This design comes from an exercise in tuning for small area, a short achievable clock period and few clock cycles per item on the open sky130 flow, not from production work.
At most, simulation tests tie the RTL to the original design; equivalence was not proved.
Only the layout flow was run in runs 2 to 5; the RTL was not checked for function there.
Power is estimated from default activity; no workload was simulated.

[flow/design.v]
`timescale 1ns / 1ps
package uvt_pkg;
    localparam int CmdW    = 2;
    localparam int ValueW  = 32;
    localparam int StatusW = 2;
    localparam int FoundW  = 4;
    localparam int CountW  = 5;
    localparam int InDataW  = 40;
    localparam int OutDataW = 16;
    typedef enum logic [CmdW-1:0] {
        CMD_APPEND = 2'd0,
        CMD_POP    = 2'd1,
        CMD_LOCATE = 2'd2,
        CMD_REMOVE = 2'd3
    } uvt_cmd_t;
    typedef enum logic [StatusW-1:0] {
        STAT_OK        = 2'd0,
        STAT_NOT_FOUND = 2'd1,
        STAT_FULL      = 2'd2,
        STAT_EMPTY     = 2'd3
    } uvt_status_t;
    typedef enum logic [1:0] {
        ST_IDLE,
        ST_SCAN,
        ST_MOVE,
        ST_RESP
    } uvt_state_t;
endpackage
`timescale 1ns / 1ps
module uvt_ram #(
    parameter int WIDTH = 32,
    parameter int DEPTH = 16
) (
    input  logic                     aclk,
    input  logic [DEPTH-1:0]         we,      
    input  logic [WIDTH-1:0]         wdata,   
    input  logic [DEPTH-1:0]         lsel,    
    input  logic [WIDTH-1:0]         key,     
    output logic [DEPTH-1:0]         eq,      
    output logic [WIDTH-1:0]         rdata    
);
    logic [WIDTH-1:0] mem [DEPTH];
    always_ff @(posedge aclk) begin
        for (int j = 0; j < DEPTH; j++) begin
            if (we[j]) mem[j] <= wdata;
        end
    end
    always_comb begin
        rdata = '0;
        for (int j = 0; j < DEPTH; j++) begin
            eq[j] = (mem[j] == key);
            rdata = rdata | (mem[j] & {WIDTH{lsel[j]}});
        end
    end
endmodule
`timescale 1ns / 1ps
import uvt_pkg::*;
module unordered_value_table_unit #(
    parameter int DEPTH = 16
) (
    input  logic                aclk,
    input  logic                aresetn,
    input  logic                s_tvalid,
    output logic                s_tready,
    input  logic [uvt_pkg::InDataW-1:0]  s_tdata,
    output logic                m_tvalid,
    input  logic                m_tready,
    output logic [uvt_pkg::OutDataW-1:0] m_tdata
);
    localparam int AW = $clog2(DEPTH);
    localparam int CW = $clog2(DEPTH + 1);
    localparam int RW = StatusW + FoundW + CountW;
    logic              req_valid;
    logic [CmdW-1:0]   req_cmd;
    logic [ValueW-1:0] req_val;
    logic              s_tready_reg;
    logic [CW-1:0]     cnt_reg;
    logic [DEPTH-1:0]  occ;
    logic [1:0]        q_n;
    logic [RW-1:0]     q_head;
    logic [RW-1:0]     q_tail;
    logic              accept;
    logic              fire;
    logic              pop;
    assign accept = s_tvalid && s_tready_reg;
    assign fire   = req_valid && !q_n[1];
    assign pop    = q_n != 2'd0 && m_tready;
    assign s_tready = s_tready_reg;
    assign m_tvalid = q_n != 2'd0;
    assign m_tdata  = {{(OutDataW-RW){1'b0}}, q_head};
    logic              is_app, is_pop, is_loc, is_rem;
    logic [DEPTH-1:0]  eq;
    logic [DEPTH-1:0]  hit;
    logic [DEPTH-1:0]  first;
    logic [DEPTH-1:0]  app_sel;
    logic [DEPTH-1:0]  last_sel;
    logic [DEPTH-1:0]  we;
    logic [ValueW-1:0] last_val;
    logic [ValueW-1:0] wdata;
    logic              any_hit;
    logic [AW-1:0]     fidx;
    logic              empty, full;
    logic              grow, shrink;
    logic [CW-1:0]     cnt_next;
    logic [DEPTH-1:0]  occ_next;
    logic [StatusW-1:0] stat;
    logic [RW-1:0]     res;
    assign is_app = req_cmd == CMD_APPEND;
    assign is_pop = req_cmd == CMD_POP;
    assign is_loc = req_cmd == CMD_LOCATE;
    assign is_rem = req_cmd == CMD_REMOVE;
    assign empty  = !occ[0];
    assign full   = occ[DEPTH-1];
    always_comb begin
        hit = eq & occ;
        first = '0;
        fidx = '0;
        for (int j = DEPTH - 1; j >= 0; j--) begin
            if (hit[j]) begin
                first = '0;
                first[j] = 1'b1;
                fidx = AW'(j);
            end
        end
        any_hit = |hit;
        for (int j = 0; j < DEPTH; j++) begin
            app_sel[j]  = !occ[j] && (j == 0 || occ[j == 0 ? 0 : j - 1]);
            last_sel[j] = occ[j] && (j == DEPTH - 1 || !occ[j == DEPTH - 1 ? j : j + 1]);
        end
    end
    assign wdata = is_rem ? last_val : req_val;
    assign we    = fire ? (is_app ? app_sel : is_rem ? first : '0) : '0;
    assign grow   = is_app && !full;
    assign shrink = (is_pop && !empty) || (is_rem && any_hit);
    always_comb begin
        cnt_next = cnt_reg;
        occ_next = occ;
        if (grow) begin
            cnt_next = cnt_reg + CW'(1);
            occ_next = {occ[DEPTH-2:0], 1'b1};
        end else if (shrink) begin
            cnt_next = cnt_reg - CW'(1);
            occ_next = {1'b0, occ[DEPTH-1:1]};
        end
    end
    always_comb begin
        if (is_app) stat = full ? STAT_FULL : STAT_OK;
        else if (empty) stat = STAT_EMPTY;
        else if (is_pop || any_hit) stat = STAT_OK;
        else stat = STAT_NOT_FOUND;
    end
    assign res = {cnt_next, (is_loc || is_rem) ? fidx : AW'(0), stat};
    uvt_ram #(
        .WIDTH(ValueW),
        .DEPTH(DEPTH)
    ) u_entries (
        .aclk  (aclk),
        .we    (we),
        .wdata (wdata),
        .lsel  (last_sel),
        .key   (req_val),
        .eq    (eq),
        .rdata (last_val)
    );
    always_ff @(posedge aclk) begin
        if (!aresetn) begin
            req_valid    <= 1'b0;
            s_tready_reg <= 1'b1;
            cnt_reg      <= '0;
            occ          <= '0;
            q_n          <= 2'd0;
        end else begin
            req_valid    <= accept || (req_valid && !fire);
            s_tready_reg <= !(accept || (req_valid && !fire)) ||
                            (q_n - 2'(pop) + 2'(fire)) != 2'd2;
            if (fire) begin
                cnt_reg <= cnt_next;
                occ     <= occ_next;
            end
            q_n <= q_n - 2'(pop) + 2'(fire);
        end
    end
    always_ff @(posedge aclk) begin
        if (accept) begin
            req_cmd <= s_tdata[CmdW-1:0];
            req_val <= s_tdata[CmdW+ValueW-1:CmdW];
        end
        if (q_n == 2'd0 || (q_n == 2'd1 && pop)) begin
            if (fire) q_head <= res;
        end else if (q_n == 2'd2 && pop) begin
            q_head <= q_tail;
        end
        if (fire && q_n == 2'd1 && !pop) q_tail <= res;
    end
endmodule
[flow/run.sh]
#!/bin/bash
# synth_recipe.tcl (not shown) runs the flow's synth.tcl, then flattens the netlist and writes it again
# the make line also repeats each setting of config.mk as NAME=value (left out here)
make -C /OpenROAD-flow-scripts/flow DESIGN_CONFIG=/design/flow/config.mk WORK_HOME=/design/flow/orfs CLKGATE_MAP_FILE= SYNTH_SCRIPT=/design/flow/synth_recipe.tcl finish
[flow/config.mk]
export PLATFORM = sky130hd
export DESIGN_NAME = unordered_value_table_unit
export DESIGN_NICKNAME = unordered_value_table_unit
export VERILOG_FILES = /design/flow/design.v
export SDC_FILE = /design/flow/constraint.sdc
export NUM_CORES = 4
export LEC_CHECK = 0
export CAP_MARGIN = 20
export CORE_MARGIN = 2
export CORE_UTILIZATION = 40
export PLACE_DENSITY = 0.6
export SLEW_MARGIN = 20
[flow/constraint.sdc]
create_clock -name core_clock -period 5.0 [get_ports {aclk}]
set_input_delay 1.0000 -clock core_clock [delete_from_list [all_inputs] [get_ports {aclk}]]
set_output_delay 1.0000 -clock core_clock [all_outputs]
set_load 0.01 [all_outputs]
==> results of run 1 <==
[Yosys cell counts (3+ instances only)]
library cell and number:
sky130_fd_sc_hd__dfxtp_1 25, sky130_fd_sc_hd__a21oi_1 30, sky130_fd_sc_hd__a41o_1 3, sky130_fd_sc_hd__o311a_1 14
sky130_fd_sc_hd__or4_1 8, sky130_fd_sc_hd__nand3_1 54, sky130_fd_sc_hd__xnor2_1 99, sky130_fd_sc_hd__a22oi_1 177
sky130_fd_sc_hd__nor4_2 4, sky130_fd_sc_hd__nand2b_1 7, sky130_fd_sc_hd__o22a_1 30, sky130_fd_sc_hd__buf_6 33
sky130_fd_sc_hd__nor2b_1 22, sky130_fd_sc_hd__mux2_2 4, sky130_fd_sc_hd__nor3b_1 3, sky130_fd_sc_hd__o21ai_1 11
sky130_fd_sc_hd__xor2_1 415, sky130_fd_sc_hd__nor2_1 25, sky130_fd_sc_hd__clkbuf_1 87, sky130_fd_sc_hd__and2_1 7
sky130_fd_sc_hd__a22o_1 25, sky130_fd_sc_hd__a31oi_1 3, sky130_fd_sc_hd__buf_2 16, sky130_fd_sc_hd__o21ai_0 19
sky130_fd_sc_hd__o31ai_1 9, sky130_fd_sc_hd__inv_1 10, sky130_fd_sc_hd__nor4_1 97, sky130_fd_sc_hd__mux2i_1 18
sky130_fd_sc_hd__nand2_1 55, sky130_fd_sc_hd__buf_4 23, sky130_fd_sc_hd__edfxtp_1 568, sky130_fd_sc_hd__nand3b_1 4
sky130_fd_sc_hd__a221oi_1 57, sky130_fd_sc_hd__ha_1 4, sky130_fd_sc_hd__nor3_1 19, sky130_fd_sc_hd__nand4_1 76
sky130_fd_sc_hd__a311oi_1 3
[worst max-delay path by stage]
stage	start	endpoint	slack [ns]	depth (start not counted)
after floorplan	req_val[10]$_DFFE_PP_	u_entries.mem[14][0]$_DFFE_PP_	0.33	10
after global placement	req_val[22]$_DFFE_PP_	u_entries.mem[14][20]$_DFFE_PP_	0.56	9
after detailed placement	req_val[22]$_DFFE_PP_	u_entries.mem[14][20]$_DFFE_PP_	0.53	9
after CTS	req_val[22]$_DFFE_PP_	u_entries.mem[14][1]$_DFFE_PP_	0.51	9
after global routing	req_val[30]$_DFFE_PP_	u_entries.mem[14][1]$_DFFE_PP_	0.28	10
final	req_val[22]$_DFFE_PP_	u_entries.mem[14][1]$_DFFE_PP_	0.28	9
[routing by layer]
metal / global-route usage, % / part of all wire [%] / routed length (um) / vias to the layer above
met1: 42.1 / 37 / 43800 / 10300
met3: 7.09 / 13 / 14900 / 387
met2: 46.8 / 43 / 51000 / 1729
li1: - / - / - / 8218
met4: 18.7 / 7.3 / 8710 / 4
met5: 0 / 0.022 / 26 / -
[cells by family after synthesis]
kind of cell | synth area share (%)
mux | 0.786
fa+ha+maj | 0.175
xor+xnor | 15.7
flops | 61.3
other cells | 0.0131
compound gates | 10.5
simple gates | 7.96
buf+inv | 3.57
[where the power goes]
part | switching [mW] | total [mW] | leakage (nW) | internal, mW
logic | 1.65 | 2.33 | 4.31 | 0.684
registers | 0.195 | 6.04 | 5.34 | 5.85
clock network | 2.04 | 5.07 | 1.07 | 3.02
total | 3.88 | 13.4 | 10.7 | 9.56
[per-stage QoR]
stage	hold WS, ns	utilization [%]	area (um2)	setup WS [ns]	std cells
3_3_place_gp	0.511	43.0	30600	0.557	3043
5_1_grt	0.560	46.1	32800	0.281	3163
4_1_cts	0.530	46.1	32800	0.508	3163
2_1_floorplan	0.488	-	28700	0.332	2101
3_5_place_dp	0.519	43.0	30600	0.532	3043
6_report	0.528	46.1	32800	0.278	3165
[critical path, cell delays in order (launching register included)]
cell                       delay (ns)
sky130_fd_sc_hd__edfxtp_1        0.92
sky130_fd_sc_hd__xor2_1          0.72
sky130_fd_sc_hd__nor3_1          0.14
sky130_fd_sc_hd__nand3_1         0.21
sky130_fd_sc_hd__nor4_2          0.13
sky130_fd_sc_hd__nor4b_4         0.51
sky130_fd_sc_hd__and4_1          0.30
sky130_fd_sc_hd__nand3_1         0.19
sky130_fd_sc_hd__o21ai_4         1.03
sky130_fd_sc_hd__buf_12          0.24
[final cells by class]
type / count / share of cell area (%)
timing repair buffer: 155 / 4.46
antenna: 2 / 0.0152
inverter: 11 / 0.126
sequential: 593 / 53.5
clock inverter: 28 / 1.03
tap: 950 / 3.62
clock buffer: 92 / 5.68
multi-input combinational: 1334 / 31.6
==> results by group, run 1 <==
Layout
  – Final net count: 2209
  – Layout cells sized above 1: 11.3%
  – Layout fillers: 6298
  – Leading registers by flop count: u_entries.mem: 512 flops, req_val: 32 flops, occ: 16 flops
  – Top reg by flops: u_entries.mem
  – Sequential cell area: 17600 um2
  – Footprint of the multi-input gates: 10400 um2
  – Max reg flops: 512
  – Top library cells by usage in the layout, fill and taps aside: sky130_fd_sc_hd__edfxtp_1 (568), sky130_fd_sc_hd__xor2_1 (415), sky130_fd_sc_hd__a22oi_1 (177), sky130_fd_sc_hd__xnor2_1 (99), sky130_fd_sc_hd__nor4_1 (97)
  – Area added between synthesis and finish: 14.6%
  – Most common cell after layout, fill and taps aside: sky130_fd_sc_hd__edfxtp_1

Synth
  – Warnings from Yosys: 3
  – FFs w/ async S/R, synth: 0%
  – Register area share after synthesis: 61.3%
  – Cells taking the most area after synthesis: sky130_fd_sc_hd__edfxtp_1 (60%), sky130_fd_sc_hd__xor2_1 (13%), sky130_fd_sc_hd__a22oi_1 (4.6%)
  – Average cell area after synthesis: 13.7 um2
  – Largest area contributor in the synthesized netlist: sky130_fd_sc_hd__edfxtp_1
  – Synthesized cell area: 28600 um2
  – Number of cells produced by synthesis: 2097
  – Prevailing post-synth register cell: sky130_fd_sc_hd__edfxtp_1
  – Share of the synthesized area in the top cell type: 59.6%
  – Number of library cell types mapped by synthesis: 61
  – Number of synthesized flops with an enable pin: 568
  – Flip-flop and latch count after synthesis: 593

Floorplanning
  – Number of primary I/O pins: 62
  – Number of cell rows: 98
  – Area of the die: 73800 um2
  – Effective utilization at floorplan: 40.2%
  – Area inside the core boundary: 71200 um2
  – Die height: 272 um
  – Horiz. Die Dim: 272 um

Detailed routing
  – Total length of routed wires: 119000 um
  – Antenna Nets Post-Route: 0
  – Detailed router's first-iteration violation count: 3941
  – Vias: 20600
  – DR DRC count: 0
  – Drt wl/cell: 37.4 um
  – Detail-routed via count per cell: 6.52
  – Pre-antenna DRT Iters: 7

Run
  – Max-capacitance violation count: 0

Clocking
  – Number of clock sinks seen by CTS: 593
  – TritonCTS buffer count: 66
  – Maximum level of the CTS H-tree: 3
  – Clock slew at the register clock pins of the worst setup and hold paths: 0.06 ns
  – Worst-case clock buffer depth: 3
  – Library cell used as clock root buffer: sky130_fd_sc_hd__clkbuf_16
  – Clock latency of the later-clocked register in the worst-skew pair: 0.61 ns
  – Number of cells upsized or downsized after cts: 0
  – Count of hold-fix buffers inserted at cts: 0
  – Buffers inserted during post-CTS setup optimization: 0
  – Clock tree from TritonCTS: done

Placed design
  – Final weighted congestion in routability-driven placement: 1.07
  – Detailed placer's ending HPWL: 81500 um
  – # port buffers: 50

GRT
  – Wire length of the first global-routing pass: 160000 um
  – All-Layer GR Usage: 31.5%
  – Via count of the first global-routing pass: 19200
  – Pin count of the biggest net entering global routing: 34
  – Remaining global-route overflow: 0
  – Antenna violations before repair: 6

Timing
  – Pin slew with the least headroom to its limit: 1.25 ns
  – Max Fclk: 212 MHz
  – Clock skew: 0.0263 ns
  – Pins over their slew limit: 0
  – Endpoints failing hold: 0
  – Final setup violation count: 0
  – Final worst path period share: 94.4%
  – Tightest slew margin relative to the limit: 16.4%
  – Clock period minus final worst setup slack: 4.72 ns
  – Setup TNS: 0 ns
  – Setup repair after global routing missed its margin: no

Power
  – P per Cell Area: 409 nW/um2
  – Maximum resistive drop on vdd: 239 uV
  – Total power of the final layout: 13.4 mW
  – Static Leakage: 10.7 nW

Min path
  – Critical hold path startpoint: cnt_reg[4]$_SDFFE_PN0P_
  – Worst Hold Class: reg2reg
  – Hold Path Stages: 2
  – Capture endpoint of the worst hold path: cnt_reg[4]$_SDFFE_PN0P_

Critical path
  – Launch instance of the worst register-to-register path: req_val[22]$_DFFE_PP_
  – Critical Path End Type: flop
  – Worst r2r dst: u_entries.mem[14][1]$_DFFE_PP_
  – Worst-path fanout max: 17
  – Worst Setup Start Kind: flop
  – Crit path arrival time: 5.02 ns
  – Required time of the worst setup path: 5.30 ns
  – Slack of the worst reg-to-reg path: 0.28 ns
  – Setup Crit Path Kind: reg2reg
  – Path depth of the worst reg2reg path: 9

Status
  – Result of the run: finished clean
Testbench counts, summed over its fixed seeds: cycles 12,016, items 12,000.
==> run 2, diff against run 1 <==
--- a/flow/design.v
+++ b/flow/design.v
@@ -70,10 +70,16 @@
     localparam int AW = $clog2(DEPTH);
     localparam int CW = $clog2(DEPTH + 1);
     localparam int RW = StatusW + FoundW + CountW;
-    logic              req_valid;
-    logic [CmdW-1:0]   req_cmd;
-    logic [ValueW-1:0] req_val;
+    logic              c_valid;
+    logic [CmdW-1:0]   c_cmd;
+    logic [ValueW-1:0] c_val;
     logic              s_tready_reg;
+    logic              e_valid;
+    logic [CmdW-1:0]   e_cmd;
+    logic [ValueW-1:0] e_val;
+    logic [DEPTH-1:0]  e_eq;
+    logic [DEPTH-1:0]  e_fix_sel;    
+    logic              e_fix_val;    
     logic [CW-1:0]     cnt_reg;
     logic [DEPTH-1:0]  occ;
     logic [1:0]        q_n;
@@ -81,21 +87,39 @@
     logic [RW-1:0]     q_tail;
     logic              accept;
     logic              fire;
+    logic              move;
     logic              pop;
+    logic [1:0]        q_n_next;
+    logic              c_valid_next;
+    logic              e_valid_next;
     assign accept = s_tvalid && s_tready_reg;
-    assign fire   = req_valid && !q_n[1];
+    assign fire   = e_valid && !q_n[1];
+    assign move   = c_valid && (!e_valid || fire);
     assign pop    = q_n != 2'd0 && m_tready;
+    assign q_n_next     = q_n - 2'(pop) + 2'(fire);
+    assign c_valid_next = accept || (c_valid && !move);
+    assign e_valid_next = move || (e_valid && !fire);
     assign s_tready = s_tready_reg;
     assign m_tvalid = q_n != 2'd0;
     assign m_tdata  = {{(OutDataW-RW){1'b0}}, q_head};
+    logic [DEPTH-1:0]  c_eq;
+    logic              c_same;
+    logic              c_last_eq;
+    logic [DEPTH-1:0]  last_sel;
+    logic [ValueW-1:0] last_val;
+    always_comb begin
+        for (int j = 0; j < DEPTH; j++) begin
+            last_sel[j] = occ[j] && (j == DEPTH - 1 || !occ[j == DEPTH - 1 ? j : j + 1]);
+        end
+    end
+    assign c_same    = c_val == e_val;
+    assign c_last_eq = |(c_eq & last_sel);
     logic              is_app, is_pop, is_loc, is_rem;
     logic [DEPTH-1:0]  eq;
     logic [DEPTH-1:0]  hit;
     logic [DEPTH-1:0]  first;
     logic [DEPTH-1:0]  app_sel;
-    logic [DEPTH-1:0]  last_sel;
     logic [DEPTH-1:0]  we;
-    logic [ValueW-1:0] last_val;
     logic [ValueW-1:0] wdata;
     logic              any_hit;
     logic [AW-1:0]     fidx;
@@ -105,13 +129,14 @@
     logic [DEPTH-1:0]  occ_next;
     logic [StatusW-1:0] stat;
     logic [RW-1:0]     res;
-    assign is_app = req_cmd == CMD_APPEND;
-    assign is_pop = req_cmd == CMD_POP;
-    assign is_loc = req_cmd == CMD_LOCATE;
-    assign is_rem = req_cmd == CMD_REMOVE;
+    assign is_app = e_cmd == CMD_APPEND;
+    assign is_pop = e_cmd == CMD_POP;
+    assign is_loc = e_cmd == CMD_LOCATE;
+    assign is_rem = e_cmd == CMD_REMOVE;
     assign empty  = !occ[0];
     assign full   = occ[DEPTH-1];
     always_comb begin
+        eq = (e_eq & ~e_fix_sel) | (e_fix_sel & {DEPTH{e_fix_val}});
         hit = eq & occ;
         first = '0;
         fidx = '0;
@@ -124,11 +149,10 @@
         end
         any_hit = |hit;
         for (int j = 0; j < DEPTH; j++) begin
-            app_sel[j]  = !occ[j] && (j == 0 || occ[j == 0 ? 0 : j - 1]);
-            last_sel[j] = occ[j] && (j == DEPTH - 1 || !occ[j == DEPTH - 1 ? j : j + 1]);
-        end
-    end
-    assign wdata = is_rem ? last_val : req_val;
+            app_sel[j] = !occ[j] && (j == 0 || occ[j == 0 ? 0 : j - 1]);
+        end
+    end
+    assign wdata = is_rem ? last_val : e_val;
     assign we    = fire ? (is_app ? app_sel : is_rem ? first : '0) : '0;
     assign grow   = is_app && !full;
     assign shrink = (is_pop && !empty) || (is_rem && any_hit);
@@ -158,32 +182,40 @@
         .we    (we),
         .wdata (wdata),
         .lsel  (last_sel),
-        .key   (req_val),
-        .eq    (eq),
+        .key   (c_val),
+        .eq    (c_eq),
         .rdata (last_val)
     );
     always_ff @(posedge aclk) begin
         if (!aresetn) begin
-            req_valid    <= 1'b0;
+            c_valid      <= 1'b0;
+            e_valid      <= 1'b0;
             s_tready_reg <= 1'b1;
             cnt_reg      <= '0;
             occ          <= '0;
             q_n          <= 2'd0;
         end else begin
-            req_valid    <= accept || (req_valid && !fire);
-            s_tready_reg <= !(accept || (req_valid && !fire)) ||
-                            (q_n - 2'(pop) + 2'(fire)) != 2'd2;
+            c_valid      <= c_valid_next;
+            e_valid      <= e_valid_next;
+            s_tready_reg <= !c_valid_next || !e_valid_next || !q_n_next[1];
             if (fire) begin
                 cnt_reg <= cnt_next;
                 occ     <= occ_next;
             end
-            q_n <= q_n - 2'(pop) + 2'(fire);
+            q_n <= q_n_next;
         end
     end
     always_ff @(posedge aclk) begin
         if (accept) begin
-            req_cmd <= s_tdata[CmdW-1:0];
-            req_val <= s_tdata[CmdW+ValueW-1:CmdW];
+            c_cmd <= s_tdata[CmdW-1:0];
+            c_val <= s_tdata[CmdW+ValueW-1:CmdW];
+        end
+        if (move) begin
+            e_cmd     <= c_cmd;
+            e_val     <= c_val;
+            e_eq      <= c_eq;
+            e_fix_sel <= we;
+            e_fix_val <= is_app ? c_same : c_last_eq;
         end
         if (q_n == 2'd0 || (q_n == 2'd1 && pop)) begin
             if (fire) q_head <= res;
==> results by group, run 2 <==
Synth
  – Largest area contributor in the synthesized netlist: sky130_fd_sc_hd__edfxtp_1
  – Most used standard cell by instance count after synthesis: sky130_fd_sc_hd__edfxtp_1
  – FFs w/ async S/R, synth: 0% (unchanged)
  – Average cell area after synthesis: 14.1 um2 (+3.2%)
  – Number of synthesized flops with an enable pin: 635 (+12%)
  – Prevailing post-synth register cell: sky130_fd_sc_hd__edfxtp_1
  – Synthesized cell area: 31100 um2 (+8.7%)
  – Flip-flop and latch count after synthesis: 661 (+11%)
  – Register area share after synthesis: 62.9% (+1.6 points)
  – Number of library cell types mapped by synthesis: 64 (+4.9%)
  – Top cells by count, synth: sky130_fd_sc_hd__edfxtp_1 (635), sky130_fd_sc_hd__xor2_1 (284), sky130_fd_sc_hd__xnor2_1 (269)
  – Share of the synthesized area in the top cell type: 61.2% (+1.7 points)
  – Warnings from Yosys: 3 (unchanged)
  – Cells taking the most area after synthesis: sky130_fd_sc_hd__edfxtp_1 (61%), sky130_fd_sc_hd__xor2_1 (8.0%), sky130_fd_sc_hd__xnor2_1 (7.6%)
  – Number of cells produced by synthesis: 2209 (+5.3%)

Clocking
  – TritonCTS buffer count: 73 (+11%)
  – Clock tree from TritonCTS: done
  – Buffers inserted during post-CTS setup optimization: 0 (unchanged)
  – Number of cells upsized or downsized after cts: 0 (unchanged)
  – Library cell used as clock root buffer: sky130_fd_sc_hd__clkbuf_16
  – Maximum level of the CTS H-tree: 3 (unchanged)
  – Count of hold-fix buffers inserted at cts: 0 (unchanged)
  – Worst-case clock buffer depth: 3 (unchanged)
  – Clock latency of the later-clocked register in the worst-skew pair: 0.65 ns (+0.04 ns)
  – Number of clock sinks seen by CTS: 661 (+11%)
  – Clock slew at the register clock pins of the worst setup and hold paths: 0.06 ns (about the same)

Layout
  – Area added between synthesis and finish: 13.8%
  – Final Non-Filler Cells: 3350 (+5.8%)
  – Top library cells by usage in the layout, fill and taps aside: sky130_fd_sc_hd__edfxtp_1 (635), sky130_fd_sc_hd__xor2_1 (284), sky130_fd_sc_hd__xnor2_1 (269), sky130_fd_sc_hd__a22oi_1 (185), sky130_fd_sc_hd__nand4_1 (122)
  – Leading registers by flop count: u_entries.mem: 512 flops, c_val: 32 flops, e_val: 32 flops
  – Max reg flops: 512 (unchanged)
  – Most common cell after layout, fill and taps aside: sky130_fd_sc_hd__edfxtp_1
  – Top reg by flops: u_entries.mem
  – Layout cells sized above 1: 11.3% (-0.043 points)
  – Final antenna diode count: 0 (-2)
  – Final net count: 2301 (+4.2%)

Power
  – P per Cell Area: 376 nW/um2 (-8.2%)
  – Static Leakage: 11.2 nW (+4.9%)
  – Maximum resistive drop on vdd: 234 uV (-1.8%)
  – Total power of the final layout: 13.3 mW (-0.84%)

Floorplanning
  – Die height: 283 um (+4.2%)
  – Horiz. Die Dim: 283 um (+4.2%)
  – Number of cell rows: 102 (+4.1%)
  – Area of the die: 80100 um2 (+8.6%)
  – Number of primary I/O pins: 62 (unchanged)
  – Effective utilization at floorplan: 40.3% (+0.14 points)
  – Area inside the core boundary: 77200 um2 (+8.4%)

Critical path
  – Crit path arrival time: 3.97 ns (-1.05 ns)
  – Worst-path fanout max: 18 (+1)
  – Required time of the worst setup path: 5.32 ns (+0.02 ns)
  – Critical Path End Type: flop
  – Worst Setup Start Kind: flop
  – Setup Crit Path Kind: reg2reg

Timing
  – Clock period minus final worst setup slack: 3.66 ns (-1.06 ns)
  – Pin slew with the least headroom to its limit: 1.20 ns (-0.0485 ns)
  – Final worst path period share: 73.2% (-21 points)
  – Clock skew: 0.0349 ns (+0.00857 ns)
  – Max Fclk: 273 MHz (+29%)
  – Setup TNS: 0 ns (unchanged)
  – Endpoints failing hold: 0 (unchanged)
  – Pins over their slew limit: 0 (unchanged)
  – Worst Slack Setup Final: 1.34 ns (+1.06 ns)
  – Setup repair after global routing missed its margin: no
  – Final setup violation count: 0 (unchanged)
  – Tightest slew margin relative to the limit: 19.2% (+2.8 points)

Detailed routing
  – Detailed router's first-iteration violation count: 4482 (+14%)
  – Total length of routed wires: 127000 um (+7.5%)
  – Antenna Nets Post-Route: 0 (unchanged)
  – DR DRC count: 0 (unchanged)
  – Detail-routed via count per cell: 6.49 (-0.42%)
  – Vias: 21700 (+5.4%)
  – Drt wl/cell: 38.0 um (+1.5%)
  – Pre-antenna DRT Iters: 8 (+1)

GRT
  – All-Layer GR Usage: 31.0% (-0.50 points)
  – Via count of the first global-routing pass: 20500 (+7.0%)
  – Antenna violations before repair: 3 (-3)
  – Remaining global-route overflow: 0 (unchanged)
  – Pin count of the biggest net entering global routing: 43 (+26%)
  – Wire length of the first global-routing pass: 171000 um (+7.0%)

Placed design
  – Detailed placer's ending HPWL: 87200 um (+7.1%)
  – Final weighted congestion in routability-driven placement: 1.06 (-1.7%)
  – # port buffers: 50 (unchanged)
  – Number of placed instances, taps included: 3217 (+5.7%)
  – Setup slack after placement: 1.46 ns (+0.930 ns)

Status
  – Result of the run: finished clean

Run
  – Max-capacitance violation count: 0 (unchanged)

Min path
  – Worst Hold Class: reg2reg
run 2: cell families after synthesis:
group                      count (synthesis)  synth area share (%)
other                                      1                0.0120
and+or+nand+nor                          407                  7.69
DFF                                      661                  62.9
adders and majority gates                  5                 0.193
xor gates and xnor gates                 553                  15.6
AOI/OAI and AO/OA                        371                  9.66
muxes                                     35                  1.25
buffers and inverters                    176                  2.74
run 2: through the flow:
stage / hold slack, ns / utilization (%) / area, um2
after global placement: 0.415 / 42.8 / 33100
after CTS: 0.420 / 45.9 / 35400
after global routing: 0.446 / 45.9 / 35400
after floorplan: 0.400 / - / 31200
after detailed placement: 0.405 / 42.8 / 33100
final: 0.418 / 45.9 / 35400
run 2: final timing paths:
path,startpoint,end,slack (ns),cells past startpoint
worst max-delay path,e_fix_val$_DFFE_PP_,u_entries.mem[12][17]$_DFFE_PP_,1.34,8
worst min-delay path,c_cmd[1]$_DFFE_PP_,e_cmd[1]$_DFFE_PP_,0.42,0
worst max register to register,e_fix_val$_DFFE_PP_,u_entries.mem[12][17]$_DFFE_PP_,1.34,8
worst min register to register,c_cmd[1]$_DFFE_PP_,e_cmd[1]$_DFFE_PP_,0.42,0
run 2: area by class of cell:
type | count | area, um2
tap | 1040 | 1300
sequential | 661 | 19600
clock buffer | 87 | 1920
multi-input combinational | 1376 | 11000
clock inverter | 45 | 413
fill | 6759 | 41800
inverter | 14 | 52.6
timing repair buffer | 127 | 1170
run 2: worst max-delay path: stages (launching register included):
cell and delay [ns]:
sky130_fd_sc_hd__edfxtp_1 0.63, sky130_fd_sc_hd__mux2_2 0.40, sky130_fd_sc_hd__a22o_1 0.27, sky130_fd_sc_hd__nand4b_4 0.26
sky130_fd_sc_hd__nor3_2 0.34, sky130_fd_sc_hd__and2_1 0.20, sky130_fd_sc_hd__a22oi_1 0.12, sky130_fd_sc_hd__nor2_4 0.77
sky130_fd_sc_hd__buf_12 0.29
run 2: routing by layer:
metal  wire (um)  share of wire (%)  up-vias  track usage, %
met2       55100                 43     1810            46.0
met3       17300                 14      349            8.95
met5          20              0.016        -               0
met1       45800                 36    11000            39.9
met4        9100                7.1        4            19.1
li1            -                  -     8608               -
run 2: where the power goes:
group / switching (mW) / internal, mW
combinational: 1.03 / 0.470
clock: 2.30 / 3.06
sequential: 0.160 / 6.29
==> run 3, diff against run 2 <==
--- a/flow/config.mk
+++ b/flow/config.mk
@@ -9,4 +9,5 @@
 export CORE_MARGIN = 2
 export CORE_UTILIZATION = 40
 export PLACE_DENSITY = 0.6
+export SETUP_SLACK_MARGIN = 2.0
 export SLEW_MARGIN = 20
==> results by group, run 3 <==
Clocking
  – Maximum level of the CTS H-tree: 3 (unchanged)
  – TritonCTS buffer count: 73 (unchanged)
  – Clock tree from TritonCTS: done
  – Worst-case clock buffer depth: 3 (unchanged)
  – Clock latency of the later-clocked register in the worst-skew pair: 0.65 ns (about the same)
  – Count of hold-fix buffers inserted at cts: 0 (unchanged)
  – Clock slew at the register clock pins of the worst setup and hold paths: 0.06 ns (about the same)
  – Number of clock sinks seen by CTS: 661 (unchanged)
  – Library cell used as clock root buffer: sky130_fd_sc_hd__clkbuf_16

Placed design
  – Final weighted congestion in routability-driven placement: 1.06 (+0.39%)
  – # port buffers: 50 (unchanged)
  – Detailed placer's ending HPWL: 86600 um (-0.76%)

Synth
  – Warnings from Yosys: 3 (unchanged)
  – Xor-xnor portion of the synthesized cell area: 15.6% (unchanged)
  – Number of library cell types mapped by synthesis: 64 (unchanged)
  – Dominant combinational cell family by area after synthesis: XOR/XNOR gates
  – FFs w/ async S/R, synth: 0% (unchanged)
  – Average cell area after synthesis: 14.1 um2 (unchanged)
  – Multiplexer share of the synthesized area: 1.25% (unchanged)
  – Prevailing post-synth register cell: sky130_fd_sc_hd__edfxtp_1
  – Synthesized-area fraction occupied by adder cells: 0.193% (unchanged)
  – Area fraction in compound gates after synthesis: 9.66% (unchanged)
  – Number of cells produced by synthesis: 2209 (unchanged)
  – Top cells by count, synth: sky130_fd_sc_hd__edfxtp_1 (635), sky130_fd_sc_hd__xor2_1 (284), sky130_fd_sc_hd__xnor2_1 (269)
  – Number of synthesized flops with an enable pin: 635 (unchanged)
  – Share of the synthesized area in the top cell type: 61.2% (unchanged)
  – Register area share after synthesis: 62.9% (unchanged)
  – Most used standard cell by instance count after synthesis: sky130_fd_sc_hd__edfxtp_1
  – Largest area contributor in the synthesized netlist: sky130_fd_sc_hd__edfxtp_1
  – Simple-Gate Fraction of Synth Area: 7.69% (unchanged)
  – Cells taking the most area after synthesis: sky130_fd_sc_hd__edfxtp_1 (61%), sky130_fd_sc_hd__xor2_1 (8.0%), sky130_fd_sc_hd__xnor2_1 (7.6%)
  – Synthesized cell area: 31100 um2 (unchanged)
  – Flip-flop and latch count after synthesis: 661 (unchanged)

GRT
  – Pin count of the biggest net entering global routing: 36 (-16%)
  – Antenna violations before repair: 8 (+5)
  – Via count of the first global-routing pass: 20800 (+1.7%)
  – All-Layer GR Usage: 31.6% (+0.64 points)
  – Remaining global-route overflow: 0 (unchanged)
  – Wire length of the first global-routing pass: 175000 um (+2.0%)

Detailed routing
  – DR DRC count: 0 (unchanged)
  – Vias: 22200 (+2.0%)
  – Drt wl/cell: 37.7 um (-0.71%)
  – Total length of routed wires: 130000 um (+2.2%)
  – Pre-antenna DRT Iters: 6 (-2)
  – Detail-routed via count per cell: 6.43 (-0.92%)
  – Antenna Nets Post-Route: 0 (unchanged)
  – Detailed router's first-iteration violation count: 4149 (-7.4%)

Timing
  – Final setup violation count: 0 (unchanged)
  – Setup repair after global routing missed its margin: yes
  – Pins over their slew limit: 0 (unchanged)
  – Clock skew: 0.0291 ns (-0.00576 ns)
  – Tightest slew margin relative to the limit: 11.8% (-7.4 points)
  – Pin slew with the least headroom to its limit: 1.31 ns (+0.110 ns)
  – Max Fclk: 310 MHz (+14%)
  – Setup TNS: 0 ns (unchanged)
  – Final worst path period share: 64.4% (-8.7 points)
  – Clock period minus final worst setup slack: 3.22 ns (-0.437 ns)
  – Endpoints failing hold: 0 (unchanged)

Layout
  – Most common cell after layout, fill and taps aside: sky130_fd_sc_hd__edfxtp_1
  – Top reg by flops: u_entries.mem
  – Leading registers by flop count: u_entries.mem: 512 flops, c_val: 32 flops, e_val: 32 flops
  – Top library cells by usage in the layout, fill and taps aside: sky130_fd_sc_hd__edfxtp_1 (635), sky130_fd_sc_hd__xor2_1 (284), sky130_fd_sc_hd__xnor2_1 (260), sky130_fd_sc_hd__a22oi_1 (185), sky130_fd_sc_hd__buf_4 (142)
  – Final net count: 2396 (+4.1%)
  – Layout cells sized above 1: 15.9% (+4.6 points)
  – Max reg flops: 512 (unchanged)
  – Area added between synthesis and finish: 17.5%

Critical path
  – Crit path arrival time: 3.70 ns (-0.27 ns)
  – Worst-path fanout max: 12 (-6)
  – Setup Crit Path Kind: reg2reg
  – Critical Path End Type: flop
  – Required time of the worst setup path: 5.48 ns (+0.16 ns)
  – Worst Setup Start Kind: flop

Floorplanning
  – Die height: 283 um (unchanged)
  – Number of cell rows: 102 (unchanged)
  – Area of the die: 80100 um2 (unchanged)
  – Effective utilization at floorplan: 40.3% (unchanged)
  – Number of primary I/O pins: 62 (unchanged)
  – Area inside the core boundary: 77200 um2 (unchanged)
  – Horiz. Die Dim: 283 um (unchanged)

Run
  – Max-capacitance violation count: 0 (unchanged)

Power
  – Internal Power: 9.97 mW (+1.5%)
  – Clock share of power: 40.3% (about the same)
  – Sw power: 3.53 mW (+0.93%)
  – P per Cell Area: 369 nW/um2 (-1.9%)
  – Part of the total power dissipated in combinational logic: 12.4% (+1.1 points)
  – Register share of total power: 47.3% (-1.1 points)
  – Maximum resistive drop on vdd: 211 uV (-9.8%)
  – Static Leakage: 11.9 nW (+5.6%)
  – Switching part of the total power: 26.1% (-0.10 points)
  – Total power of the final layout: 13.5 mW (+1.3%)

Status
  – Result of the run: finished clean

Min path
  – Worst Hold Class: reg2reg
==> run 3: cell counts after synthesis <==
No cell type changed its count.
==> run 3: cell type report <==
class	count	area [um2]
Inverter	14	52.6
Multi-Input combinational cell	1376	11200
Clock inverter	45	429
Antenna cell	3	7.51
Fill cell	6713	40600
Clock buffer	87	1930
Tap cell	1040	1300
Sequential cell	661	19600
Timing Repair Buffer	222	2120
==> run 3: path summary, 6_finish.rpt <==
kind | start | end | slack, ns | cells after the start
setup / recovery | c_val[18]$_DFFE_PP_ | e_fix_val$_DFFE_PP_ | 1.78 | 8
hold / removal | c_cmd[1]$_DFFE_PP_ | e_cmd[1]$_DFFE_PP_ | 0.43 | 0
setup reg to reg | c_val[18]$_DFFE_PP_ | e_fix_val$_DFFE_PP_ | 1.78 | 8
hold reg to reg | c_cmd[1]$_DFFE_PP_ | e_cmd[1]$_DFFE_PP_ | 0.43 | 0
==> run 3: cells by family after synthesis <==
logic type,count (synthesis)
AO/OA/AOI/OAI,371
XOR/XNOR,553
adder cells (fa/ha/maj),5
buffers and inverters,176
flip-flops,661
multiplexers,35
other,1
AND/OR/NAND/NOR,407
==> run 3: repair_timing <==
item	CTS	global route
buffers inserted	90	12
gates cloned	0	1
endpoints found under the setup margin	750	469
endpoints found under the hold margin	0	0
pin swaps	6	3
resized for setup	27	16
==> run 3: power groups by stage <==
stage	clock [mW]	combinational, mW	sequential (mW)
CTS	5.44	1.59	6.39
finish	5.44	1.68	6.39
detailed placement	0	1.43	6.57
global route	5.64	1.71	6.40
floorplan	0	0.890	6.45
global placement	0	1.41	6.57
==> run 3: through the flow <==
step / hold slack (ns) / setup slack (ns) / utilization (%) / area [um2] / std cells
floorplan: 0.400 / 2.00 / - / 31200 / 2213
global placement: 0.419 / 1.48 / 42.7 / 33000 / 3208
detailed placement: 0.417 / 1.51 / 42.8 / 33000 / 3210
CTS: 0.436 / 2.00 / 47.1 / 36400 / 3432
global route: 0.441 / 1.88 / 47.4 / 36600 / 3445
finish: 0.429 / 1.78 / 47.4 / 36600 / 3448
==> run 3: critical path, stage by stage (launching register included) <==
cell and delay (ns):
sky130_fd_sc_hd__edfxtp_1 0.72, sky130_fd_sc_hd__buf_4 0.37, sky130_fd_sc_hd__xor2_1 0.10, sky130_fd_sc_hd__nor4_1 0.68, sky130_fd_sc_hd__nand4_1 0.16, sky130_fd_sc_hd__nor2_1 0.49, sky130_fd_sc_hd__a2111oi_0 0.25, sky130_fd_sc_hd__nand4_1 0.15
sky130_fd_sc_hd__o2bb2ai_1 0.11
==> run 3: routing by layer <==
metal	track usage (%)	vias to the layer above	wire, um
met3	8.90	392	17300
met4	20.2	10	10100
met1	41.0	11000	47100
li1	-	8809	-
met5	0	-	67
met2	46.5	1932	55600
==> run 4, diff against run 3 <==
--- a/flow/design.v
+++ b/flow/design.v
@@ -70,9 +70,6 @@
     localparam int AW = $clog2(DEPTH);
     localparam int CW = $clog2(DEPTH + 1);
     localparam int RW = StatusW + FoundW + CountW;
-    logic              c_valid;
-    logic [CmdW-1:0]   c_cmd;
-    logic [ValueW-1:0] c_val;
     logic              s_tready_reg;
     logic              e_valid;
     logic [CmdW-1:0]   e_cmd;
@@ -82,37 +79,32 @@
     logic              e_fix_val;    
     logic [CW-1:0]     cnt_reg;
     logic [DEPTH-1:0]  occ;
+    logic [DEPTH-1:0]  last_sel;
     logic [1:0]        q_n;
     logic [RW-1:0]     q_head;
     logic [RW-1:0]     q_tail;
     logic              accept;
     logic              fire;
-    logic              move;
     logic              pop;
     logic [1:0]        q_n_next;
-    logic              c_valid_next;
     logic              e_valid_next;
     assign accept = s_tvalid && s_tready_reg;
     assign fire   = e_valid && !q_n[1];
-    assign move   = c_valid && (!e_valid || fire);
     assign pop    = q_n != 2'd0 && m_tready;
     assign q_n_next     = q_n - 2'(pop) + 2'(fire);
-    assign c_valid_next = accept || (c_valid && !move);
-    assign e_valid_next = move || (e_valid && !fire);
+    assign e_valid_next = accept || (e_valid && !fire);
     assign s_tready = s_tready_reg;
     assign m_tvalid = q_n != 2'd0;
     assign m_tdata  = {{(OutDataW-RW){1'b0}}, q_head};
+    logic [CmdW-1:0]   s_cmd;
+    logic [ValueW-1:0] s_val;
     logic [DEPTH-1:0]  c_eq;
     logic              c_same;
     logic              c_last_eq;
-    logic [DEPTH-1:0]  last_sel;
     logic [ValueW-1:0] last_val;
-    always_comb begin
-        for (int j = 0; j < DEPTH; j++) begin
-            last_sel[j] = occ[j] && (j == DEPTH - 1 || !occ[j == DEPTH - 1 ? j : j + 1]);
-        end
-    end
-    assign c_same    = c_val == e_val;
+    assign s_cmd     = s_tdata[CmdW-1:0];
+    assign s_val     = s_tdata[CmdW+ValueW-1:CmdW];
+    assign c_same    = s_val == e_val;
     assign c_last_eq = |(c_eq & last_sel);
     logic              is_app, is_pop, is_loc, is_rem;
     logic [DEPTH-1:0]  eq;
@@ -127,6 +119,7 @@
     logic              grow, shrink;
     logic [CW-1:0]     cnt_next;
     logic [DEPTH-1:0]  occ_next;
+    logic [DEPTH-1:0]  last_next;
     logic [StatusW-1:0] stat;
     logic [RW-1:0]     res;
     assign is_app = e_cmd == CMD_APPEND;
@@ -148,23 +141,24 @@
             end
         end
         any_hit = |hit;
-        for (int j = 0; j < DEPTH; j++) begin
-            app_sel[j] = !occ[j] && (j == 0 || occ[j == 0 ? 0 : j - 1]);
-        end
+        app_sel = {last_sel[DEPTH-2:0], empty};
     end
     assign wdata = is_rem ? last_val : e_val;
     assign we    = fire ? (is_app ? app_sel : is_rem ? first : '0) : '0;
     assign grow   = is_app && !full;
     assign shrink = (is_pop && !empty) || (is_rem && any_hit);
     always_comb begin
-        cnt_next = cnt_reg;
-        occ_next = occ;
+        cnt_next  = cnt_reg;
+        occ_next  = occ;
+        last_next = last_sel;
         if (grow) begin
-            cnt_next = cnt_reg + CW'(1);
-            occ_next = {occ[DEPTH-2:0], 1'b1};
+            cnt_next  = cnt_reg + CW'(1);
+            occ_next  = {occ[DEPTH-2:0], 1'b1};
+            last_next = app_sel;
         end else if (shrink) begin
-            cnt_next = cnt_reg - CW'(1);
-            occ_next = {1'b0, occ[DEPTH-1:1]};
+            cnt_next  = cnt_reg - CW'(1);
+            occ_next  = {1'b0, occ[DEPTH-1:1]};
+            last_next = {1'b0, last_sel[DEPTH-1:1]};
         end
     end
     always_comb begin
@@ -182,37 +176,33 @@
         .we    (we),
         .wdata (wdata),
         .lsel  (last_sel),
-        .key   (c_val),
+        .key   (s_val),
         .eq    (c_eq),
         .rdata (last_val)
     );
     always_ff @(posedge aclk) begin
         if (!aresetn) begin
-            c_valid      <= 1'b0;
             e_valid      <= 1'b0;
             s_tready_reg <= 1'b1;
             cnt_reg      <= '0;
             occ          <= '0;
+            last_sel     <= '0;
             q_n          <= 2'd0;
         end else begin
-            c_valid      <= c_valid_next;
             e_valid      <= e_valid_next;
-            s_tready_reg <= !c_valid_next || !e_valid_next || !q_n_next[1];
+            s_tready_reg <= !e_valid_next || !q_n_next[1];
             if (fire) begin
-                cnt_reg <= cnt_next;
-                occ     <= occ_next;
+                cnt_reg  <= cnt_next;
+                occ      <= occ_next;
+                last_sel <= last_next;
             end
             q_n <= q_n_next;
         end
     end
     always_ff @(posedge aclk) begin
         if (accept) begin
-            c_cmd <= s_tdata[CmdW-1:0];
-            c_val <= s_tdata[CmdW+ValueW-1:CmdW];
-        end
-        if (move) begin
-            e_cmd     <= c_cmd;
-            e_val     <= c_val;
+            e_cmd     <= s_cmd;
+            e_val     <= s_val;
             e_eq      <= c_eq;
             e_fix_sel <= we;
             e_fix_val <= is_app ? c_same : c_last_eq;
--- a/flow/config.mk
+++ b/flow/config.mk
@@ -9,5 +9,5 @@
 export CORE_MARGIN = 2
 export CORE_UTILIZATION = 40
 export PLACE_DENSITY = 0.6
-export SETUP_SLACK_MARGIN = 2.0
+export SETUP_SLACK_MARGIN = 3.0
 export SLEW_MARGIN = 20
==> results by group, run 4 <==
Detailed routing
  – Antenna Nets Post-Route: 0 (unchanged)
  – DR DRC count: 0 (unchanged)
  – Total length of routed wires: 175000 um (+35%)
  – Vias: 26900 (+21%)
  – Drt wl/cell: 47.2 um (+25%)
  – Detail-routed via count per cell: 7.24 (+13%)
  – Pre-antenna DRT Iters: 11 (+5)
  – Detailed router's first-iteration violation count: 5595 (+35%)

Timing
  – Pins over their slew limit: 0 (unchanged)
  – Final setup violation count: 0 (unchanged)
  – Final worst path period share: 61.7% (-2.7 points)
  – Clock period minus final worst setup slack: 3.09 ns (-0.134 ns)
  – Clock skew: 0.0292 ns (+0.00000490 ns)
  – Pin slew with the least headroom to its limit: 1.23 ns (-0.0797 ns)
  – Max Fclk: 324 MHz (+4.4%)
  – Worst Slack Setup Final: 1.91 ns (+0.134 ns)
  – Endpoints failing hold: 0 (unchanged)
  – Setup repair after global routing missed its margin: yes
  – Setup TNS: 0 ns (unchanged)
  – Tightest slew margin relative to the limit: 17.7% (+5.8 points)

GRT
  – Via count of the first global-routing pass: 24200 (+16%)
  – Remaining global-route overflow: 0 (unchanged)
  – Global routing's busiest layer: met2
  – All-Layer GR Usage: 42.7% (+11 points)
  – Met2 track demand over resource in global routing: 57.0% (+11 points)
  – Pin count of the biggest net entering global routing: 38 (+5.6%)
  – Met1 demand-to-capacity share in global routing: 48.0% (+7.0 points)
  – Antenna violations before repair: 17 (+9)
  – Wire length of the first global-routing pass: 221000 um (+26%)
  – M3 GR Usage: 26.4% (+18 points)

Power
  – Register share of total power: 40.6% (-6.7 points)
  – Total power of the final layout: 16.6 mW (+23%)
  – Internal Power: 11.4 mW (+14%)
  – P per Cell Area: 372 nW/um2 (+0.68%)
  – Static Leakage: 15.0 nW (+26%)
  – Clock share of power: 33.7% (-6.6 points)
  – Part of the total power dissipated in combinational logic: 25.7% (+13 points)
  – Switching part of the total power: 31.6% (+5.4 points)
  – Sw power: 5.24 mW (+49%)
  – Maximum resistive drop on vdd: 279 uV (+32%)

Floorplanning
  – Horiz. Die Dim: 280 um (-1.1%)
  – Area inside the core boundary: 75600 um2 (-2.1%)
  – Die height: 280 um (-1.1%)
  – Number of primary I/O pins: 62 (unchanged)
  – Area of the die: 78300 um2 (-2.2%)
  – Number of cell rows: 101 (-0.98%)
  – Effective utilization at floorplan: 40.3% (-0.064 points)

Synth
  – Number of synthesized flops with an enable pin: 601 (-5.4%)
  – Simple-Gate Fraction of Synth Area: 8.18% (+0.49 points)
  – Multiplexer share of the synthesized area: 1.04% (-0.22 points)
  – Average cell area after synthesis: 13.5 um2 (-4.5%)
  – Prevailing post-synth register cell: sky130_fd_sc_hd__edfxtp_1
  – Xor-xnor portion of the synthesized cell area: 15.8% (+0.28 points)
  – Register area share after synthesis: 62.0% (-0.90 points)
  – Largest area contributor in the synthesized netlist: sky130_fd_sc_hd__edfxtp_1
  – Number of library cell types mapped by synthesis: 63 (-1.6%)
  – Area fraction in compound gates after synthesis: 10.1% (+0.45 points)
  – Most used standard cell by instance count after synthesis: sky130_fd_sc_hd__edfxtp_1
  – Top cells by count, synth: sky130_fd_sc_hd__edfxtp_1 (601), sky130_fd_sc_hd__xnor2_1 (275), sky130_fd_sc_hd__xor2_1 (275)
  – Share of the synthesized area in the top cell type: 59.3% (-1.9 points)
  – Dominant combinational cell family by area after synthesis: XOR/XNOR gates
  – Cells taking the most area after synthesis: sky130_fd_sc_hd__edfxtp_1 (59%), sky130_fd_sc_hd__xnor2_1 (7.9%), sky130_fd_sc_hd__xor2_1 (7.9%)
  – Synthesized-area fraction occupied by adder cells: 0.164% (-0.028 points)
  – Synthesized cell area: 30400 um2 (-2.3%)
  – Warnings from Yosys: 3 (unchanged)
  – Flip-flop and latch count after synthesis: 642 (-2.9%)
  – Number of cells produced by synthesis: 2261 (+2.4%)
  – FFs w/ async S/R, synth: 0% (unchanged)

Clocking
  – Library cell used as clock root buffer: sky130_fd_sc_hd__clkbuf_16
  – Number of clock sinks seen by CTS: 642 (-2.9%)
  – Maximum level of the CTS H-tree: 3 (unchanged)
  – Clock tree from TritonCTS: done
  – TritonCTS buffer count: 72 (-1.4%)
  – Worst-case clock buffer depth: 3 (unchanged)
  – Clock latency of the later-clocked register in the worst-skew pair: 0.67 ns (+0.02 ns)
  – Clock slew at the register clock pins of the worst setup and hold paths: 0.06 ns (about the same)
  – Count of hold-fix buffers inserted at cts: 0 (unchanged)

Critical path
  – Worst Setup Start Kind: flop
  – Path depth of the worst reg2reg path: 12 (+4)
  – Largest stage delay on the critical path: 0.48 ns (-0.24 ns)
  – Crit path arrival time: 3.43 ns (-0.27 ns)
  – Critical Path Slowest Stage Cell: sky130_fd_sc_hd__edfxtp_1
  – Required time of the worst setup path: 5.35 ns (-0.13 ns)
  – Setup Crit Path Kind: reg2reg
  – Critical Path End Type: flop
  – CP Cell Sequence: mux2_4 -> a22oi_2 -> nand4_1 -> buf_4 -> nor4b_4 -> and2_4 -> buf_4 -> a32oi_2 -> nor2_4 -> buf_12 -> buf_12 -> buf_16
  – Worst-path fanout max: 8 (-4)

Layout
  – Leading registers by flop count: u_entries.mem: 512 flops, e_val: 32 flops
  – Max reg flops: 512 (unchanged)
  – Final net count: 2712 (+13%)
  – Top library cells by usage in the layout, fill and taps aside: sky130_fd_sc_hd__edfxtp_1 (601), sky130_fd_sc_hd__xor2_1 (228), sky130_fd_sc_hd__buf_4 (159), sky130_fd_sc_hd__xnor2_1 (150), sky130_fd_sc_hd__a22oi_1 (112)
  – Layout cells sized above 1: 38.6% (+23 points)
  – Area added between synthesis and finish: 46.9%
  – Layout fillers: 5488 (-18%)
  – Most common cell after layout, fill and taps aside: sky130_fd_sc_hd__edfxtp_1
  – Footprint of the multi-input gates: 14900 um2 (+33%)
  – Top reg by flops: u_entries.mem
  – Sequential cell area: 18900 um2 (-3.3%)
  – Final Non-Filler Cells: 3707 (+7.5%)
  – Post-route core utilization: 59.2% (+12 points)

Run
  – Max-capacitance violation count: 0 (unchanged)

Placed design
  – Setup slack after placement: 0.727 ns (-0.781 ns)
  – Number of placed instances, taps included: 3221 (+0.34%)
  – Detailed placer's ending HPWL: 88900 um (+2.7%)
  – # port buffers: 50 (unchanged)
  – Final weighted congestion in routability-driven placement: 1.14 (+7.1%)

Min path
  – Hold Path Stages: 2 (+2)
  – Worst Hold Class: reg2reg

Status
  – Result of the run: finished clean
## run 4: cell types whose count changed in the layout (fill, tap and decap cells not counted), sizes merged, moves of 27 or more
cell,delta
edfxtp,-34
a22o,+47
a311oi,+27
a22oi,-68
buf,+289
o22a,-33
clkdlybuf4s50,-46
nand2,+30
nor2,+65
## run 4: logic make-up (layout without fill, tap and decap cells)
kind of cell,count (synthesis),after routing
AOI/OAI and AO/OA,378,385
xor gates and xnor gates,550,550
adders and majority gates,4,4
buffers and inverters,190,634
DFF,642,642
muxes,28,28
other,1,16
and+or+nand+nor,468,470
## run 4: cell type report
cell class | instances | share of cell area [%]
flip-flops and latches | 642 | 42.4
repair buffers | 479 | 16.0
diodes | 11 | 0.0616
well taps | 978 | 2.74
multi-input cells | 1442 | 33.2
clock inverters | 44 | 1.13
inverters | 26 | 0.246
repair inverters | 1 | 0.0196
clock buffers | 84 | 4.23
## run 4: final timing paths
path,start,slack [ns],to
worst max-delay path,e_eq[2]$_DFFE_PP_,1.91,u_entries.mem[15][1]$_DFFE_PP_
worst min-delay path,e_valid$_SDFF_PN0_,0.53,e_valid$_SDFF_PN0_
worst max register to register,e_eq[2]$_DFFE_PP_,1.91,u_entries.mem[15][1]$_DFFE_PP_
worst min register to register,e_valid$_SDFF_PN0_,0.53,e_valid$_SDFF_PN0_
## run 4: metal layers
layer	up-vias	part of all wire, %
met5	-	0.49
met4	24	11
met3	1009	19
met2	3189	39
met1	13100	31
li1	9517	-
## run 4: power by group through the flow
stage          Clock [mW]  Combinational (mW)  Sequential [mW]
6_report             5.60                4.27             6.74
5_1_grt              5.78                4.27             6.73
4_1_cts              5.53                3.60             6.71
3_5_place_dp            0                2.37             6.95
3_3_place_gp            0                2.34             6.94
2_1_floorplan           0                1.64             6.67
## run 4: critical path: cells and delay by family, from the launching register on
family | cells | cell delay, ns
compound gates | 2 | 0.38
buf+inv | 5 | 0.76
simple gates | 4 | 0.80
flops | 1 | 0.48
mux | 1 | 0.34
## run 4: per-stage QoR
step	hold slack [ns]	cell area (um2)
floorplan	0.463	31900
global placement	0.476	32900
detailed placement	0.492	32900
CTS	0.516	42600
global route	0.561	44700
finish	0.526	44700
## run 4: timing repair
action | CTS | global route
gates cloned | 66 | 18
pin swaps | 117 | 72
endpoints found under the setup margin | 1179 | 1096
setup buffers | 208 | 55
resized for setup | 868 | 208
==> run 5, diff against run 4 <==
--- a/flow/config.mk
+++ b/flow/config.mk
@@ -9,5 +9,5 @@
 export CORE_MARGIN = 2
 export CORE_UTILIZATION = 40
 export PLACE_DENSITY = 0.6
-export SETUP_SLACK_MARGIN = 3.0
+export SETUP_SLACK_MARGIN = 2.0
 export SLEW_MARGIN = 20
==> results by group, run 5 <==
Floorplanning
  – Horiz. Die Dim: 280 um (unchanged)
  – Effective utilization at floorplan: 40.3% (unchanged)
  – Die height: 280 um (unchanged)
  – Area of the die: 78300 um2 (unchanged)
  – Number of primary I/O pins: 62 (unchanged)
  – Number of cell rows: 101 (unchanged)
  – Area inside the core boundary: 75600 um2 (unchanged)

Synth
  – Share of the synthesized area in the top cell type: 59.3% (unchanged)
  – Synthesized cell area: 30400 um2 (unchanged)
  – Number of synthesized flops with an enable pin: 601 (unchanged)
  – Flip-flop and latch count after synthesis: 642 (unchanged)
  – Top cells by count, synth: sky130_fd_sc_hd__edfxtp_1 (601), sky130_fd_sc_hd__xnor2_1 (275), sky130_fd_sc_hd__xor2_1 (275)
  – Average cell area after synthesis: 13.5 um2 (unchanged)
  – Warnings from Yosys: 3 (unchanged)
  – FFs w/ async S/R, synth: 0% (unchanged)
  – Register area share after synthesis: 62.0% (unchanged)
  – Prevailing post-synth register cell: sky130_fd_sc_hd__edfxtp_1
  – Cells taking the most area after synthesis: sky130_fd_sc_hd__edfxtp_1 (59%), sky130_fd_sc_hd__xnor2_1 (7.9%), sky130_fd_sc_hd__xor2_1 (7.9%)
  – Largest area contributor in the synthesized netlist: sky130_fd_sc_hd__edfxtp_1
  – Most used standard cell by instance count after synthesis: sky130_fd_sc_hd__edfxtp_1
  – Number of cells produced by synthesis: 2261 (unchanged)
  – Number of library cell types mapped by synthesis: 63 (unchanged)

GRT
  – Remaining global-route overflow: 0 (unchanged)
  – Wire length of the first global-routing pass: 179000 um (-19%)
  – M3 GR Usage: 8.92% (-18 points)
  – Pin count of the biggest net entering global routing: 40 (+5.3%)
  – Via count of the first global-routing pass: 20800 (-14%)
  – All-Layer GR Usage: 33.8% (-8.9 points)
  – Met2 track demand over resource in global routing: 50.1% (-7.0 points)
  – Met1 demand-to-capacity share in global routing: 44.6% (-3.4 points)
  – Antenna violations before repair: 8 (-9)
  – Global routing's busiest layer: met2

Critical path
  – Critical Path Slowest Stage Cell: sky130_fd_sc_hd__nor4_1
  – CP Cell Sequence: dlygate4sd2_1 -> xor2_1 -> nor4_1 -> nand4_1 -> nor2_1 -> a2111oi_0 -> and4_1 -> o21ai_1
  – Worst-path fanout max: 7 (-1)
  – Largest stage delay on the critical path: 0.60 ns (+0.12 ns)
  – Worst Setup Start Kind: input pin
  – Path depth of the worst reg2reg path: 11 (-1)
  – Required time of the worst setup path: 5.48 ns (+0.13 ns)
  – Critical Path End Type: flop
  – Setup Crit Path Kind: in2reg
  – Crit path arrival time: 3.66 ns (+0.23 ns)

Placed design
  – Final weighted congestion in routability-driven placement: 1.04 (-8.5%)
  – Setup slack after placement: 0.540 ns (-0.187 ns)
  – Detailed placer's ending HPWL: 90700 um (+2.0%)
  – # port buffers: 50 (unchanged)

Layout
  – Layout cells sized above 1: 19.0% (-20 points)
  – Most common cell after layout, fill and taps aside: sky130_fd_sc_hd__edfxtp_1
  – Max reg flops: 512 (unchanged)
  – Top reg by flops: u_entries.mem
  – Final net count: 2430 (-10%)
  – Area added between synthesis and finish: 19.1%
  – Layout fillers: 6571 (+20%)
  – Leading registers by flop count: u_entries.mem: 512 flops, e_val: 32 flops
  – Top library cells by usage in the layout, fill and taps aside: sky130_fd_sc_hd__edfxtp_1 (601), sky130_fd_sc_hd__xor2_1 (256), sky130_fd_sc_hd__xnor2_1 (245), sky130_fd_sc_hd__buf_4 (121), sky130_fd_sc_hd__a22oi_1 (118)

Power
  – Part of the total power dissipated in combinational logic: 17.2% (-8.5 points)
  – Sw power: 4.29 mW (-18%)
  – Clock share of power: 36.3% (+2.6 points)
  – Internal Power: 10.4 mW (-8.3%)
  – Total power of the final layout: 14.7 mW (-11%)
  – Maximum resistive drop on vdd: 224 uV (-20%)
  – Register share of total power: 46.5% (+5.9 points)
  – Switching part of the total power: 29.2% (-2.4 points)
  – P per Cell Area: 406 nW/um2 (+9.2%)
  – Static Leakage: 11.5 nW (-23%)

Timing
  – Setup TNS: 0 ns (unchanged)
  – Worst Slack Setup Final: 1.81 ns (-0.101 ns)
  – Endpoints failing hold: 0 (unchanged)
  – Max Fclk: 314 MHz (-3.2%)
  – Setup repair after global routing missed its margin: yes
  – Pin slew with the least headroom to its limit: 1.18 ns (-0.0490 ns)
  – Clock skew: 0.0390 ns (+0.00981 ns)
  – Final worst path period share: 63.7% (+2.0 points)
  – Clock period minus final worst setup slack: 3.19 ns (+0.101 ns)
  – Final setup violation count: 0 (unchanged)
  – Tightest slew margin relative to the limit: 21.2% (+3.5 points)
  – Pins over their slew limit: 0 (unchanged)

Clocking
  – Count of hold-fix buffers inserted at cts: 0 (unchanged)
  – Clock tree from TritonCTS: done
  – Clock latency of the later-clocked register in the worst-skew pair: 0.64 ns (-0.03 ns)
  – Number of clock sinks seen by CTS: 642 (unchanged)
  – Clock slew at the register clock pins of the worst setup and hold paths: 0.06 ns (about the same)
  – TritonCTS buffer count: 73 (+1.4%)
  – Library cell used as clock root buffer: sky130_fd_sc_hd__clkbuf_16
  – Worst-case clock buffer depth: 3 (unchanged)
  – Maximum level of the CTS H-tree: 3 (unchanged)

Detailed routing
  – Antenna Nets Post-Route: 0 (unchanged)
  – Drt wl/cell: 39.3 um (-17%)
  – Total length of routed wires: 134000 um (-23%)
  – Detailed router's first-iteration violation count: 4262 (-24%)
  – Detail-routed via count per cell: 6.56 (-9.4%)
  – DR DRC count: 0 (unchanged)
  – Vias: 22400 (-16%)
  – Pre-antenna DRT Iters: 6 (-5)

Run
  – Max-capacitance violation count: 0 (unchanged)

Min path
  – Worst Hold Class: reg2reg
  – Hold Path Stages: 2 (unchanged)

Status
  – Result of the run: finished clean
-- run 5: final timing paths --
path	from	to	slack (ns)
worst min-delay path	e_valid$_SDFF_PN0_	e_valid$_SDFF_PN0_	0.49
worst min register to register	e_valid$_SDFF_PN0_	e_valid$_SDFF_PN0_	0.49
worst max-delay path	s_tdata[2]	e_fix_val$_DFFE_PP_	1.81
worst max register to register	e_fix_val$_DFFE_PP_	u_entries.mem[14][3]$_DFFE_PP_	2.00
-- run 5: routing by layer --
metal / vias to the layer above / wire length (um)
li1: 8874 / -
met1: 11400 / 49500
met2: 1816 / 57800
met3: 374 / 17000
met4: 6 / 9950
met5: - / 40
-- run 5: cell type report --
type	count	area (um2)	share of cell area [%]
Antenna cell	4	10.0	0.0276
Timing Repair Buffer	205	2030	5.59
Tap cell	978	1220	3.37
Clock inverter	35	299	0.825
Clock buffer	94	2030	5.60
Inverter	26	97.6	0.269
Multi-Input combinational cell	1434	11700	32.2
Sequential cell	642	18900	52.1
-- run 5: critical path: cells and delay by family --
| family | cells | cell delay, ns |
|---|---|---|
| AOI/OAI and AO/OA | 2 | 0.31 |
| xor gates and xnor gates | 1 | 0.29 |
| buffers and inverters | 1 | 0.52 |
| and+or+nand+nor | 4 | 1.53 |
-- run 5: per-stage QoR --
step | utilization (%) | cells | hold WS [ns] | cell area, um2
after global routing | 48.0 | 3414 | 0.520 | 36200
after detailed placement | 43.1 | 3249 | 0.480 | 32600
final | 48.0 | 3418 | 0.494 | 36300
after global placement | 43.1 | 3249 | 0.476 | 32600
after CTS | 47.7 | 3408 | 0.498 | 36000
after floorplan | - | 2265 | 0.463 | 30500
-- run 5: cell families after synthesis --
family	after synthesis	share of synthesized area [%]
flip-flops	642	62.0
XOR/XNOR	550	15.8
AND/OR/NAND/NOR	468	8.18
AO/OA/AOI/OAI	378	10.1
buffers and inverters	190	2.67
multiplexers	28	1.04
adder cells (fa/ha/maj)	4	0.164
other	1	0.0123
-- run 5: power by group through the flow --
stage / sequential (mW) / clock, mW / combinational, mW
final: 6.85 / 5.34 / 2.52
after global placement: 6.95 / 0 / 2.25
after global routing: 6.85 / 5.56 / 2.62
after detailed placement: 6.96 / 0 / 2.28
after CTS: 6.84 / 5.36 / 2.40
after floorplan: 6.68 / 0 / 1.44
-- run 5: timing repair --
item / 4_1_cts / 5_1_grt
setup buffers: 25 / 4
gates resized for setup: 197 / 26
gates cloned: 5 / 1
endpoints found under the setup margin: 910 / 355
pin swaps: 16 / 6

port drivers added, routing unchanged:
The results above use ideal ports. As a check the final layouts listed here were re-extracted and re-timed, cells and wires unchanged.
Step 1 sets driving cells, clkbuf_16 on the clock port and buf_2 on the other inputs (assumed; they add their load-dependent delay and slew).
Step 2 moves the port delays by t, midway between the first and last clock arrival at a register: inputs arrive t later, outputs are due t later. That takes back most of the time a late clock gives input paths.
Three values: no drivers, after step 1, after step 2; two values: the first two.
run	t, ns	slack for setup (ns)	hold slack, ns	clock arrival spread, ns	slew at the worst register clock pin (ns)
run 1	0.663	0.278 / 0.278 / 0.278	0.528 / 0.528 / 0.528	0.026 / 0.027	0.07 / 0.07
run 2	0.696	1.342 / 1.342 / 1.342	0.418 / 0.418 / 0.418	0.036 / 0.036	0.07 / 0.07
run 3	0.691	1.779 / 1.779 / 1.779	0.429 / 0.429 / 0.429	0.041 / 0.042	0.07 / 0.07
run 4	0.720	1.914 / 1.914 / 1.229	0.526 / 0.526 / 0.526	0.029 / 0.029	0.07 / 0.07
run 5	0.687	1.813 / 1.863 / 1.176	0.494 / 0.494 / 0.494	0.039 / 0.040	0.07 / 0.07
After both steps setup and hold are still met in every run listed. The setup slack of run 4, which loses most, moves by 0.000 ns with the drivers and by -0.685 ns with both steps.
